This design comes from an exercise in tuning for small area, a short achievable clock period and few clock cycles per item on the open sky130 flow, not from production work.
RTL that was checked went through simulation tests only; none was proved equivalent to the original.
Power and IR drop assume default switching activity.

==> module mul_axil, before the edit <==
module mul_axil (
  input  logic        Clk,
  input  logic        arst_n,
  input  logic        s_awvalid,
  output logic        s_awready,
  input  logic [7:0]  s_awaddr,
  input  logic        s_wvalid,
  output logic        s_wready,
  input  logic [31:0] s_wdata,
  input  logic [3:0]  s_wstrb,
  output logic        s_bvalid,
  input  logic        s_bready,
  output logic [1:0]  s_bresp,
  input  logic        s_arvalid,
  output logic        s_arready,
  input  logic [7:0]  s_araddr,
  output logic        s_rvalid,
  input  logic        s_rready,
  output logic [31:0] s_rdata,
  output logic [1:0]  s_rresp
);
  logic        bvalid, rvalid;
  logic        bresp_err;
  logic [31:0] rdata;
  logic [15:0] opa, opb;
  logic wr_fire, rd_fire, ctrl_go;
  logic aw_a, aw_b, aw_c;
  assign wr_fire = s_awvalid & s_wvalid & ~bvalid;
  assign rd_fire = s_arvalid & ~rvalid;
  assign aw_a = (s_awaddr == 8'h00);
  assign aw_b = (s_awaddr == 8'h04);
  assign aw_c = (s_awaddr == 8'h08);
  assign ctrl_go = wr_fire & aw_c & s_wstrb[0] & s_wdata[0];
  always_ff @(posedge Clk or negedge arst_n) begin
    if (!arst_n) begin
      opa <= '0;
      opb <= '0;
    end else begin
      if (wr_fire & aw_a & s_wstrb[0]) opa[7:0]  <= s_wdata[7:0];
      if (wr_fire & aw_a & s_wstrb[1]) opa[15:8] <= s_wdata[15:8];
      if (wr_fire & aw_b & s_wstrb[0]) opb[7:0]  <= s_wdata[7:0];
      if (wr_fire & aw_b & s_wstrb[1]) opb[15:8] <= s_wdata[15:8];
    end
  end
  logic        busy;           
  logic        fin;            
  logic [1:0]  cnt;            
  logic [3:0]  dig;            
  logic [15:0] hs, hc;
  logic [3:0]  ps, pc;
  logic [19:0] hi;
  logic [11:0] lo;
  logic        done;
  function automatic logic [39:0] csa(input logic [19:0] x, input logic [19:0] y,
                                      input logic [19:0] z);
    logic [19:0] s, c;
    s = x ^ y ^ z;
    c = ((x & y) | (x & z) | (y & z)) << 1;
    csa = {s, c};
  endfunction
  logic [4:0]  pr;
  logic [19:0] r0, r1, r2, r3, r4, r5;
  logic [19:0] s1, c1, s2, c2, s3, c3, sn, cn;
  assign pr = {1'b0, ps} + {1'b0, pc};
  assign r0 = {4'h0, hs & {16{busy}}};
  assign r1 = {4'h0, hc & {16{busy}}};
  assign r2 = {4'h0, opb & {16{dig[0]}}};
  assign r3 = {3'h0, opb & {16{dig[1]}}, pr[4] & busy};
  assign r4 = {2'h0, opb & {16{dig[2]}}, 2'h0};
  assign r5 = {1'h0, opb & {16{dig[3]}}, 3'h0};
  assign {s1, c1} = csa(r0, r1, r2);
  assign {s2, c2} = csa(r3, r4, r5);
  assign {s3, c3} = csa(s1, c1, s2);
  assign {sn, cn} = csa(s3, c3, c2);
  always_ff @(posedge Clk) begin
    hs <= sn[19:4];
    hc <= cn[19:4];
    ps <= sn[3:0];
    pc <= cn[3:0];
  end
  always_ff @(posedge Clk or negedge arst_n) begin
    if (!arst_n) begin
      hi   <= '0;
      lo   <= '0;
      cnt  <= '0;
      busy <= 1'b0;
      fin  <= 1'b0;
      done <= 1'b0;
    end else begin
      if (busy) begin
        lo  <= {pr[3:0], lo[11:4]};
      end
      if (fin) begin
        hi  <= {hs, ps} + {hc, pc};
      end
      if (ctrl_go | busy) begin
        cnt <= cnt + 2'd1;
      end
      if (ctrl_go) begin
        busy <= 1'b1;
      end else if (cnt == 2'd3) begin
        busy <= 1'b0;
      end
      fin <= busy & (cnt == 2'd3);
      if (ctrl_go) begin
        done <= 1'b0;
      end else if (busy & (cnt == 2'd1)) begin
        done <= 1'b1;
      end
    end
  end
  always_ff @(posedge Clk) begin
    if (busy) begin
      case (cnt)
        2'd1:    dig <= opa[11:8];
        2'd2:    dig <= opa[15:12];
        default: dig <= opa[3:0];
      endcase
    end else begin
      dig <= ctrl_go ? opa[7:4] : opa[3:0];
    end
  end
  logic sel_a, sel_b, sel_p, st_done, rd_err;
  logic [7:0] ra;
  assign ra = s_araddr;
  always_ff @(posedge Clk or negedge arst_n) begin
    if (!arst_n) begin
      bvalid <= 1'b0;
      rvalid <= 1'b0;
    end else begin
      if (wr_fire)       bvalid <= 1'b1;
      else if (s_bready) bvalid <= 1'b0;
      if (rd_fire)       rvalid <= 1'b1;
      else if (s_rready) rvalid <= 1'b0;
    end
  end
  always_ff @(posedge Clk) begin
    if (!bvalid) bresp_err <= ~(aw_a | aw_b | aw_c);
    if (!rvalid) begin
      sel_a   <= (ra == 8'h00);
      sel_b   <= (ra == 8'h04);
      sel_p   <= (ra == 8'h10) & ~busy;
      st_done <= (ra == 8'h0C) & done;
      rd_err  <= ~((ra == 8'h00) | (ra == 8'h04) | (ra == 8'h08) | (ra == 8'h0C)
                   | (ra == 8'h10));
    end
  end
  assign rdata = ({32{sel_p}} & {hi, lo})
               | {16'h0, {16{sel_a}} & opa}
               | {16'h0, {16{sel_b}} & opb}
               | {31'h0, st_done};
  assign s_awready = ~bvalid;
  assign s_wready  = ~bvalid;
  assign s_bvalid  = bvalid;
  assign s_bresp   = {bresp_err, 1'b0};
  assign s_arready = ~rvalid;
  assign s_rvalid  = rvalid;
  assign s_rdata   = rdata;
  assign s_rresp   = {rd_err, 1'b0};
endmodule
export LEC_CHECK = 0
export CAP_MARGIN = 20
export CORE_MARGIN = 2
export CORE_UTILIZATION = 60
export SETUP_SLACK_MARGIN = 1.0
export SLEW_MARGIN = 20
create_clock -name core_clock -period 3.2 [get_ports {Clk}]
standard.sh (not shown) runs the stock make flow with config.mk's settings and CLKGATE_MAP_FILE= SYNTH_SCRIPT=/design/flow/synth_recipe.tcl, a recipe that flattens the netlist after the stock synthesis.
==> flow/flow/run.sh <==
#!/bin/bash
# Standard layout, with plain buffers on the ports and resizing not tied to
# cell footprints. Each step's own log is also kept under orfs/logs/.
set -euo pipefail
bash standard.sh \
  "BUFFER_PORTS_ARGS=-buffer_cell sky130_fd_sc_hd__buf_2" \
  MATCH_CELL_FOOTPRINT=0 \
  finish > standard.log 2>&1
The first run ran to the end with no violations.
Next try:
--- a/flow/design.v
+++ b/flow/design.v
@@ -48,7 +48,6 @@
   logic [3:0]  dig;            
   logic [15:0] hs, hc;
   logic [3:0]  ps, pc;
-  logic [19:0] hi;
   logic [11:0] lo;
   logic        done;
   function automatic logic [39:0] csa(input logic [19:0] x, input logic [19:0] y,
@@ -61,47 +60,52 @@
   logic [4:0]  pr;
   logic [19:0] r0, r1, r2, r3, r4, r5;
   logic [19:0] s1, c1, s2, c2, s3, c3, sn, cn;
-  assign pr = {1'b0, ps} + {1'b0, pc};
+  logic [19:0] sum;
+  assign pr = {1'b0, ps & {4{busy}}} + {1'b0, pc & {4{busy}}};
   assign r0 = {4'h0, hs & {16{busy}}};
   assign r1 = {4'h0, hc & {16{busy}}};
   assign r2 = {4'h0, opb & {16{dig[0]}}};
-  assign r3 = {3'h0, opb & {16{dig[1]}}, pr[4] & busy};
+  assign r3 = {3'h0, opb & {16{dig[1]}}, pr[4]};
   assign r4 = {2'h0, opb & {16{dig[2]}}, 2'h0};
   assign r5 = {1'h0, opb & {16{dig[3]}}, 3'h0};
   assign {s1, c1} = csa(r0, r1, r2);
   assign {s2, c2} = csa(r3, r4, r5);
   assign {s3, c3} = csa(s1, c1, s2);
   assign {sn, cn} = csa(s3, c3, c2);
-  always_ff @(posedge Clk) begin
-    hs <= sn[19:4];
-    hc <= cn[19:4];
-    ps <= sn[3:0];
-    pc <= cn[3:0];
-  end
+  assign sum = {hs, ps} + {hc, pc};
   always_ff @(posedge Clk or negedge arst_n) begin
     if (!arst_n) begin
-      hi   <= '0;
+      hs   <= '0;
+      hc   <= '0;
+      ps   <= '0;
+      pc   <= '0;
       lo   <= '0;
       cnt  <= '0;
       busy <= 1'b0;
       fin  <= 1'b0;
       done <= 1'b0;
     end else begin
+      if (ctrl_go | busy) begin
+        hs  <= sn[19:4];
+        hc  <= cn[19:4];
+        ps  <= sn[3:0];
+        pc  <= cn[3:0];
+        cnt <= cnt + 2'd1;
+      end else if (fin) begin
+        hs  <= sum[19:4];
+        hc  <= '0;
+        ps  <= sum[3:0];
+        pc  <= '0;
+      end
       if (busy) begin
-        lo  <= {pr[3:0], lo[11:4]};
-      end
-      if (fin) begin
-        hi  <= {hs, ps} + {hc, pc};
-      end
-      if (ctrl_go | busy) begin
-        cnt <= cnt + 2'd1;
+        lo <= {pr[3:0], lo[11:4]};
       end
       if (ctrl_go) begin
         busy <= 1'b1;
       end else if (cnt == 2'd3) begin
         busy <= 1'b0;
       end
-      fin <= busy & (cnt == 2'd3);
+      fin <= busy & (cnt == 2'd3) & ~ctrl_go;
       if (ctrl_go) begin
         done <= 1'b0;
       end else if (busy & (cnt == 2'd1)) begin
@@ -145,7 +149,7 @@
                    | (ra == 8'h10));
     end
   end
-  assign rdata = ({32{sel_p}} & {hi, lo})
+  assign rdata = ({32{sel_p}} & {hs, ps, lo})
                | {16'h0, {16{sel_a}} & opa}
                | {16'h0, {16{sel_b}} & opb}
                | {31'h0, st_done};
Result: The new run completed without violations. Combinational power rises by well over a third. Register-to-register slack degrades by 0.20 ns. Power is lower by a quarter to a third. Cell area increases by a few percent. Clock-buffer cell count decreases by 13. Die area goes up by a few percent. Wire length went up by roughly a tenth. Critical path depth goes up by 1. Synthesized cell count went up by roughly a tenth. Non-clock buffer count increases by 14. Global-route usage is higher by 2.0 points.
Testbench counts after the change, summed over its fixed seeds: cycles 5,120, items 512.
Only the layout flow was run in the first run of this note; the RTL was not checked for function there.

==> afterwards: timing with drivers on the ports <==
Ports are ideal in the flow. The routed layouts listed here were re-timed in OpenROAD. Step 1 sets driving cells, clkbuf_16 on the clock port and buf_2 on the other inputs (assumed; they add their load-dependent delay and slew). Step 2 moves the port delays by t, midway between the first and last clock arrival at a register: inputs arrive t later, outputs are due t later. That takes back most of the time a late clock gives input paths. Three values: no drivers, after step 1, after step 2; two values: the first two.
| run | t (ns) | setup WS [ns] | cell pins on the clock port's net |
|---|---|---|---|
| the first run | 0.451 | 0.834 / 0.834 / 0.720 | 1 |
| the second run | 0.389 | 0.638 / 0.638 / 0.638 | 1 |
After both steps setup and hold are still met in every run listed. For the first run, which loses most, drivers alone change the setup slack by 0.000 ns; drivers and shift together by -0.114 ns.
